From an optimization exercise on the open Yosys and OpenROAD flow, aimed at a short achievable clock period and few clock cycles; shortcuts taken in it are not production practice.
In this exercise RTL edits were held to simulation tests only and were not proved equivalent to the original.
Power figures rest on the tool's default switching activity, not on a simulated workload.

File: design/flow/run.sh
#!/bin/bash
# synth_recipe.tcl (not shown) runs the flow's synth.tcl, then flattens the netlist and writes it again
# the make line also repeats each setting of config.mk as NAME=value (left out here)
make -C /OpenROAD-flow-scripts/flow DESIGN_CONFIG=/design/flow/config.mk WORK_HOME=/design/flow/orfs CLKGATE_MAP_FILE= SYNTH_SCRIPT=/design/flow/synth_recipe.tcl finish
File: design/flow/config.mk
export PLATFORM = sky130hd
export DESIGN_NAME = sha1_byte_stream_digest
export DESIGN_NICKNAME = sha1_byte_stream_digest
export VERILOG_FILES = /design/flow/design.v
export SDC_FILE = /design/flow/constraint.sdc
export NUM_CORES = 4
export LEC_CHECK = 0
export CAP_MARGIN = 20
export CORE_MARGIN = 2
export CORE_UTILIZATION = 40
export SLEW_MARGIN = 20
File: design/flow/constraint.sdc
create_clock -name core_clock -period 9.0 [get_ports {clk}]
set_input_delay 1.8000 -clock core_clock [delete_from_list [all_inputs] [get_ports {clk}]]
set_output_delay 1.8000 -clock core_clock [all_outputs]
set_load 0.01 [all_outputs]
File: design/flow/design.v
package sha1bsd_pkg;
  localparam int unsigned WORD_W     = 32;
  localparam int unsigned BLOCK_WORDS = 16;
  localparam int unsigned HASH_WORDS  = 5;
  localparam int unsigned COUNT_W     = 61;
  localparam logic [6:0] ROUND_LAST = 7'd79;
  localparam logic [6:0] ROUND_ADD  = 7'd80;
  localparam logic [31:0] K_0 = 32'h5a827999;
  localparam logic [31:0] K_1 = 32'h6ed9eba1;
  localparam logic [31:0] K_2 = 32'h8f1bbcdc;
  localparam logic [31:0] K_3 = 32'hca62c1d6;
  localparam logic [HASH_WORDS*32-1:0] H_INIT = {
    32'hc3d2e1f0, 32'h10325476, 32'h98badcfe, 32'hefcdab89, 32'h67452301
  };
  localparam logic [7:0] PAD_BYTE = 8'h80;
  localparam logic OP_APPEND   = 1'b0;
  localparam logic OP_FINALIZE = 1'b1;
  typedef struct packed {
    logic       opcode;
    logic [7:0] message_byte;
  } in_item_t;
  typedef struct packed {
    logic [31:0] digest_word;
    logic [2:0]  word_index;
    logic        last_word;
    logic        empty_message;
  } out_item_t;
  typedef struct packed {
    logic push;    
    logic init;    
    logic start;   
  } core_ctrl_t;
endpackage
import sha1bsd_pkg::*;
module sha1bsd_core
(
  input  logic                         clk,
  input  logic                         rst_n,
  input  sha1bsd_pkg::core_ctrl_t      ctrl,
  input  logic [31:0]                  push_word,
  output logic                         done,
  output logic [4:0][31:0]             hash
);
  logic [31:0] win_r [BLOCK_WORDS];
  logic [HASH_WORDS-1:0][31:0] h_r;
  logic [31:0] a_r, b_r, c_r, d_r, e_r;
  logic [6:0]  rnd_r;
  logic        run_r;
  logic [31:0] sched_x;
  logic [31:0] sched;
  logic [31:0] f;
  logic [31:0] k;
  logic [31:0] t;
  logic        rounding;
  assign rounding = run_r && (rnd_r <= ROUND_LAST);
  assign done     = run_r && (rnd_r == ROUND_ADD);
  assign hash     = h_r;
  assign sched_x = win_r[13] ^ win_r[8] ^ win_r[2] ^ win_r[0];
  assign sched   = {sched_x[30:0], sched_x[31]};
  always_comb begin
    if (rnd_r < 7'd20) begin
      f = d_r ^ (b_r & (c_r ^ d_r));
      k = K_0;
    end else if (rnd_r < 7'd40) begin
      f = b_r ^ c_r ^ d_r;
      k = K_1;
    end else if (rnd_r < 7'd60) begin
      f = (b_r & c_r) | (d_r & (b_r | c_r));
      k = K_2;
    end else begin
      f = b_r ^ c_r ^ d_r;
      k = K_3;
    end
    t = {a_r[26:0], a_r[31:27]} + f + e_r + k + win_r[0];
  end
  always_ff @(posedge clk) begin
    if (ctrl.push || rounding) begin
      for (int i = 0; i < BLOCK_WORDS - 1; i++) begin
        win_r[i] <= win_r[i+1];
      end
      win_r[BLOCK_WORDS-1] <= ctrl.push ? push_word : sched;
    end
  end
  always_ff @(posedge clk) begin
    if (ctrl.start) begin
      a_r <= h_r[0];
      b_r <= h_r[1];
      c_r <= h_r[2];
      d_r <= h_r[3];
      e_r <= h_r[4];
    end else if (rounding) begin
      a_r <= t;
      b_r <= a_r;
      c_r <= {b_r[1:0], b_r[31:2]};
      d_r <= c_r;
      e_r <= d_r;
    end
  end
  always_ff @(posedge clk) begin
    if (!rst_n) begin
      h_r   <= H_INIT;
      run_r <= 1'b0;
      rnd_r <= '0;
    end else begin
      if (ctrl.init) begin
        h_r <= H_INIT;
      end else if (done) begin
        h_r[0] <= h_r[0] + a_r;
        h_r[1] <= h_r[1] + b_r;
        h_r[2] <= h_r[2] + c_r;
        h_r[3] <= h_r[3] + d_r;
        h_r[4] <= h_r[4] + e_r;
      end
      if (ctrl.start) begin
        run_r <= 1'b1;
        rnd_r <= '0;
      end else if (done) begin
        run_r <= 1'b0;
      end else if (run_r) begin
        rnd_r <= rnd_r + 7'd1;
      end
    end
  end
endmodule
import sha1bsd_pkg::*;
module sha1_byte_stream_digest
(
  input  logic      clk,
  input  logic      rst_n,
  input  logic      in_valid,
  output logic      in_ready,
  input  logic [8:0]  in_data,
  output logic      out_valid,
  input  logic      out_ready,
  output logic [36:0] out_data
);
  sha1bsd_pkg::in_item_t  in_item;
  sha1bsd_pkg::out_item_t out_item;
  assign in_item  = in_data;
  assign out_data = out_item;
  typedef enum logic [3:0] {
    ST_IDLE = 4'b0001,
    ST_PAD  = 4'b0010,
    ST_COMP = 4'b0100,
    ST_OUT  = 4'b1000
  } state_t;
  state_t               state_r, state_nxt;
  logic [5:0]           buf_cnt_r, buf_cnt_nxt;
  logic [23:0]          acc_r, acc_nxt;
  logic [COUNT_W-1:0]   total_r, total_nxt;
  logic                 fin_r, fin_nxt;
  logic [3:0]           wcnt_r, wcnt_nxt;
  logic                 pad_first_r, pad_first_nxt;
  logic                 len_ok_r, len_ok_nxt;
  logic                 in_fin_r, in_fin_nxt;
  logic [2:0]           out_idx_r, out_idx_nxt;
  sha1bsd_pkg::core_ctrl_t     ctrl;
  logic [31:0]                 push_word;
  logic                        core_done;
  logic [HASH_WORDS-1:0][31:0] hash;
  logic        in_xfer;
  logic        total_zero;
  logic [5:0]  pos_eff;
  logic [COUNT_W-1:0] total_base;
  logic [31:0] pad_word;
  logic [31:0] len_hi;
  logic [31:0] len_lo;
  assign in_ready   = (state_r == ST_IDLE);
  assign in_xfer    = in_valid && in_ready;
  assign out_valid  = (state_r == ST_OUT);
  assign total_zero = (total_r == '0);
  assign len_hi     = total_r[60:29];
  assign len_lo     = {total_r[28:0], 3'b000};
  always_comb begin
    case (buf_cnt_r[1:0])
      2'd0:    pad_word = {PAD_BYTE, 24'h0};
      2'd1:    pad_word = {acc_r[23:16], PAD_BYTE, 16'h0};
      2'd2:    pad_word = {acc_r[23:8], PAD_BYTE, 8'h0};
      default: pad_word = {acc_r, PAD_BYTE};
    endcase
  end
  always_comb begin
    out_item.digest_word   = total_zero ? '0 : hash[out_idx_r];
    out_item.word_index    = out_idx_r;
    out_item.last_word     = (out_idx_r == 3'd4);
    out_item.empty_message = total_zero;
  end
  always_comb begin
    state_nxt     = state_r;
    buf_cnt_nxt   = buf_cnt_r;
    acc_nxt       = acc_r;
    total_nxt     = total_r;
    fin_nxt       = fin_r;
    wcnt_nxt      = wcnt_r;
    pad_first_nxt = pad_first_r;
    len_ok_nxt    = len_ok_r;
    in_fin_nxt    = in_fin_r;
    out_idx_nxt   = out_idx_r;
    ctrl          = '0;
    push_word     = '0;
    pos_eff       = fin_r ? 6'd0 : buf_cnt_r;
    total_base    = fin_r ? '0 : total_r;
    unique case (state_r)
      ST_IDLE: begin
        if (in_xfer) begin
          if (in_item.opcode == OP_APPEND) begin
            ctrl.init = fin_r;
            fin_nxt   = 1'b0;
            total_nxt = (&total_base) ? total_base : total_base + 1'b1;
            case (pos_eff[1:0])
              2'd0:    acc_nxt[23:16] = in_item.message_byte;
              2'd1:    acc_nxt[15:8]  = in_item.message_byte;
              2'd2:    acc_nxt[7:0]   = in_item.message_byte;
              default: begin
                ctrl.push = 1'b1;
                push_word = {acc_r, in_item.message_byte};
              end
            endcase
            buf_cnt_nxt = pos_eff + 6'd1;
            if (pos_eff == 6'd63) begin
              ctrl.start = 1'b1;
              in_fin_nxt = 1'b0;
              state_nxt  = ST_COMP;
            end
          end else begin
            fin_nxt = 1'b1;
            if (fin_r || total_zero) begin
              out_idx_nxt = '0;
              state_nxt   = ST_OUT;
            end else begin
              wcnt_nxt      = buf_cnt_r[5:2];
              pad_first_nxt = 1'b1;
              len_ok_nxt    = (buf_cnt_r < 6'd56);
              in_fin_nxt    = 1'b1;
              state_nxt     = ST_PAD;
            end
          end
        end
      end
      ST_PAD: begin
        ctrl.push = 1'b1;
        if (pad_first_r) begin
          push_word = pad_word;
        end else if (len_ok_r && wcnt_r == 4'd14) begin
          push_word = len_hi;
        end else if (len_ok_r && wcnt_r == 4'd15) begin
          push_word = len_lo;
        end else begin
          push_word = '0;
        end
        pad_first_nxt = 1'b0;
        wcnt_nxt      = wcnt_r + 4'd1;
        if (wcnt_r == 4'd15) begin
          ctrl.start = 1'b1;
          state_nxt  = ST_COMP;
        end
      end
      ST_COMP: begin
        if (core_done) begin
          if (!in_fin_r) begin
            state_nxt = ST_IDLE;
          end else if (!len_ok_r) begin
            len_ok_nxt = 1'b1;
            state_nxt  = ST_PAD;
          end else begin
            in_fin_nxt  = 1'b0;
            buf_cnt_nxt = '0;
            out_idx_nxt = '0;
            state_nxt   = ST_OUT;
          end
        end
      end
      ST_OUT: begin
        if (out_ready) begin
          if (out_idx_r == 3'd4) begin
            out_idx_nxt = '0;
            state_nxt   = ST_IDLE;
          end else begin
            out_idx_nxt = out_idx_r + 3'd1;
          end
        end
      end
      default: state_nxt = ST_IDLE;
    endcase
  end
  always_ff @(posedge clk) begin
    if (!rst_n) begin
      state_r     <= ST_IDLE;
      buf_cnt_r   <= '0;
      total_r     <= '0;
      fin_r       <= 1'b0;
      wcnt_r      <= '0;
      pad_first_r <= 1'b0;
      len_ok_r    <= 1'b0;
      in_fin_r    <= 1'b0;
      out_idx_r   <= '0;
    end else begin
      state_r     <= state_nxt;
      buf_cnt_r   <= buf_cnt_nxt;
      total_r     <= total_nxt;
      fin_r       <= fin_nxt;
      wcnt_r      <= wcnt_nxt;
      pad_first_r <= pad_first_nxt;
      len_ok_r    <= len_ok_nxt;
      in_fin_r    <= in_fin_nxt;
      out_idx_r   <= out_idx_nxt;
    end
  end
  always_ff @(posedge clk) begin
    acc_r <= acc_nxt;
  end
  sha1bsd_core u_core (
    .clk       (clk),
    .rst_n     (rst_n),
    .ctrl      (ctrl),
    .push_word (push_word),
    .done      (core_done),
    .hash      (hash)
  );
endmodule
==> metrics.yaml <==
status: "timing/DRC/antenna clean"
worstSetupPathType: "reg2reg"
fin_ws_ns: 1.731
hp-start: "u_core.win_r[11][14]$_DFFE_PP_"
drt-total-wl_mm: 133.0
critPathArrivalTime_ns: 7.68
async_flop_share_pct: 0
synth_common_cells: "nand2_1 (754), edfxtp_1 (696), dfxtp_1 (250)"
synth_flop_cell: "edfxtp_1"
reg2reg_depth: 24
startpoint_type: "register"
maxSlewViolCount: 0
setup_viol: 0
min_path_cells: 0
ctsHoldBuffers: 0
ys_types: 82
clock-sinks: 946
syn2layout_area_growth_pct: 11.57
vias: 33790
dp_hpwl_mm: 92.06
ys_seq_elements: 946
holdWs_ns: 0.3915
yosys_warnings: 3
avgViaCountPerCell: 5.538
cts_made_buffers: 97
timing.rr.start: "u_core.rnd_r[2]$_SDFFE_PP0P_"
rows: 127
r2r-end: "u_core.a_r[30]$_DFFE_PP_"
regArea_um2: 25910
final_hold_viol_count: 0
nets: 4747
synth_nets: 4725
cts_tree: "built"
path_cells: "or2_2, a211o_1, clkinv_1, nor2_2, buf_4, a221oi_1, fa_1, inv_1, fa_1, inv_1, fa_1, inv_1, ha_1, a211oi_1, o21bai_1, a31oi_1, o21ai_0, a221oi_1, o31ai_1, a21oi_1, a21oi_1, a31oi_1, xor2_1, o21ai_1"
clk_pin_slew_ns: 0.07
rsz0062_at_grt: "false"
drt_first_pass_iters: 5
syn_area_per_cell_um2: 11.08
relSlewSlack_pct: 26.18
drive_gt1_share_pct: 5.969
ctsRootBufferMaster: "clkbuf_16"
die-area_um2: 124300
cts.repair.resized: 0
wire_per_inst_um: 21.79
fillers: 11160
clk_latency_ns: 0.70
fmax_ghz: 0.1376
synthDominantCellAreaShare_pct: 43.02
dp_slack_ns: 1.775
finalCritPeriodShare_pct: 80.77
ir_worst_vdd_mv: 0.1597
ys_top_cells_by_area: "edfxtp_1 (43%), dfxtp_1 (10%), nand2_1 (5.8%)"
synth_edf_count: 696
multiInputGateArea_um2: 21230
fin_util_pct: 45.12
num_io_pins: 52
synth_most_common_cell: "nand2_1"
crit_buf_inv: 5
holdCritPathClass: "reg2reg"
gr-total-overflow: 0
grt_usage_pct: 20.96
antenna_cells: 0
drv_cap: 0
skew_ns: 0.05225
die_h_um: 352.5
path_max_fanout: 19
critPathSlowestCell: "a211o_1"
power_leakage_uw: 0.02034
grt_pass1_vias: 32420
rrSetupSlack_ns: 1.73
syn-cell-area_um2: 48580
grt_max_degree: 172
drt.antenna.violating_nets: 0
synthCells: 4385
end_kind: "register"
synth_seq_area_share_pct: 53.33
detail_route.iter0.violations: 3352
cp_top_family: "compound AO/OA/AOI/OAI gates"
worst_pin_slew_ns: 1.101
gp_congestion: 0.9288
grt_pass1_wl_mm: 200.8
cts_setup_buffers: 0
die_w_um: 352.5
worstPathRequired_ns: 9.41
clk_path_buf_depth: 3
synth_top_area_cell: "edfxtp_1"
holdPathEnd: "u_core.win_r[10][14]$_DFFE_PP_"
antenna_found_initial: 0
core_area_um2: 120100
post-route-drc-count: 0
max_stage_delay_ns: 0.81
start_util_pct: 40.44
portBuffers: 51
htreeDepth: 3
period_needed_ns: 7.269
setup_tns_ns: 0
powerDensity_nw_per_um2: 166.7
-- worst reg2reg max path, delay by kind of cell, from the launching register on --
family	cells	cell delay [ns]
AO/OA/AOI/OAI	12	3.21
adder cells (fa/ha/maj)	4	1.86
buffers and inverters	5	0.74
AND/OR/NAND/NOR	2	0.61
flip-flops	1	0.43
XOR/XNOR	1	0.16
-- logic make-up (layout without fill, tap and decap cells) --
group / Yosys count / after routing / synth area share [%]
AND/OR/NAND/NOR: 1417 / 1417 / 13.15
multiplexers: 74 / 74 / 2.349
AO/OA/AOI/OAI: 905 / 905 / 12.15
buffers and inverters: 404 / 509 / 3.140
adder cells (fa/ha/maj): 327 / 327 / 10.26
XOR/XNOR: 312 / 312 / 5.625
flip-flops: 946 / 946 / 53.33
-- metal layers --
| layer | GRT usage (%) | up-vias | wire length [µm] |
|---|---|---|---|
| li1 | - | 15810 | - |
| met1 | 30.23 | 16800 | 61950 |
| met2 | 32.68 | 968 | 59870 |
| met3 | 2.598 | 213 | 6801 |
| met4 | 6.940 | 0 | 4353 |
| met5 | 0 | - | 0 |
-- stage by stage --
stage	total power, µW	std cells	instance area, µm²
2_1_floorplan	4857	4385	48580
3_3_place_gp	4949	5920	50900
3_5_place_dp	4951	5920	50900
4_1_cts	9126	6102	54200
5_1_grt	9299	6102	54200
6_report	9037	6102	54200
-- cell usage in the layout, fill, tap and decap left out, types with 14 or more instances in the layout --
cell type / instances
a211oi_1: 30
a21o_1: 87
a21oi_1: 246
a221o_1: 19
a221oi_1: 28
a22oi_1: 54
a31oi_1: 23
and2_1: 25
and3_1: 33
buf_4: 30
clkbuf_1: 21
clkbuf_16: 98
clkdlybuf4s50_1: 51
clkinv_1: 14
clkinv_2: 18
dfxtp_1: 248
edfxtp_1: 696
fa_1: 119
ha_1: 208
inv_1: 236
mux2i_1: 42
mux4_2: 32
nand2_1: 751
nand2b_1: 47
nand3_1: 80
nand4_1: 37
nor2_1: 244
nor2b_1: 40
nor3_1: 44
nor4_1: 23
o211ai_1: 58
o21a_1: 32
o21ai_0: 184
o21bai_1: 23
o221ai_1: 24
or3_1: 14
xnor2_1: 165
xor2_1: 147
-- worst max path at each step --
stage | startpoint | endpoint | slack, ns | cells after the start
6_report | u_core.rnd_r[2]$_SDFFE_PP0P_ | u_core.a_r[30]$_DFFE_PP_ | 1.73 | 24
2_1_floorplan | in_data[8] | u_core.a_r[0]$_DFFE_PP_ | 2.05 | 6
5_1_grt | u_core.rnd_r[2]$_SDFFE_PP0P_ | u_core.a_r[30]$_DFFE_PP_ | 1.35 | 24
4_1_cts | u_core.rnd_r[2]$_SDFFE_PP0P_ | u_core.a_r[30]$_DFFE_PP_ | 1.78 | 24
3_5_place_dp | u_core.rnd_r[2]$_SDFFE_PP0P_ | u_core.a_r[30]$_DFFE_PP_ | 1.78 | 22
3_3_place_gp | u_core.rnd_r[2]$_SDFFE_PP0P_ | u_core.a_r[30]$_DFFE_PP_ | 1.98 | 24
-- cell type report --
type	count	area share (%)
clock buffer	125	4.822
timing repair buffer	86	1.542
clock inverter	57	1.274
tap	1612	3.721
multi-input combinational	3035	39.17
inverter	241	1.669
sequential	946	47.80
-- state kept, by name, indices dropped and copies added, names as in the netlist, 3 cells and up --
name          flops
out_idx_r         3
u_core.c_r       32
u_core.b_r       32
u_core.e_r       32
u_core.h_r      160
u_core.a_r       32
wcnt_r            4
total_r          61
acc_r            24
u_core.d_r       32
u_core.rnd_r      7
buf_cnt_r         6
state_r           4
u_core.win_r    512
-- power by group --
| part | internal (µW) | switching (µW) |
|---|---|---|
| Sequential | 4640 | 13.1 |
| Combinational | 62.3 | 136 |
| Clock | 2370 | 1810 |
Testbench counts, summed over its fixed seeds: cycles 39,931.

-- what the ideal ports hide --
In the flow no input, the clock included, has a driving cell. The finished layout below was timed again as built, in two steps. Step 1 sets driving cells, clkbuf_16 on the clock port and buf_2 on the other inputs (assumed; they add their load-dependent delay and slew). Step 2, shift: input delay + t, output delay - t, t = (earliest + latest rising clock arrival at the registers) / 2. This alone moves slack from input paths to output paths. Slacks: no drivers / after step 1 / after step 2; pairs: no drivers / after step 1.
t, ns: 0.747
setup slack, ns: 1.731 / 1.731 / 1.731
latest minus earliest clock arrival (ns): 0.054 / 0.054
slew at the worst register clock pin (ns): 0.07 / 0.07
After both steps this run still meets setup and hold. The setup slack of this run moves by 0.000 ns with the drivers and by 0.000 ns with both steps.
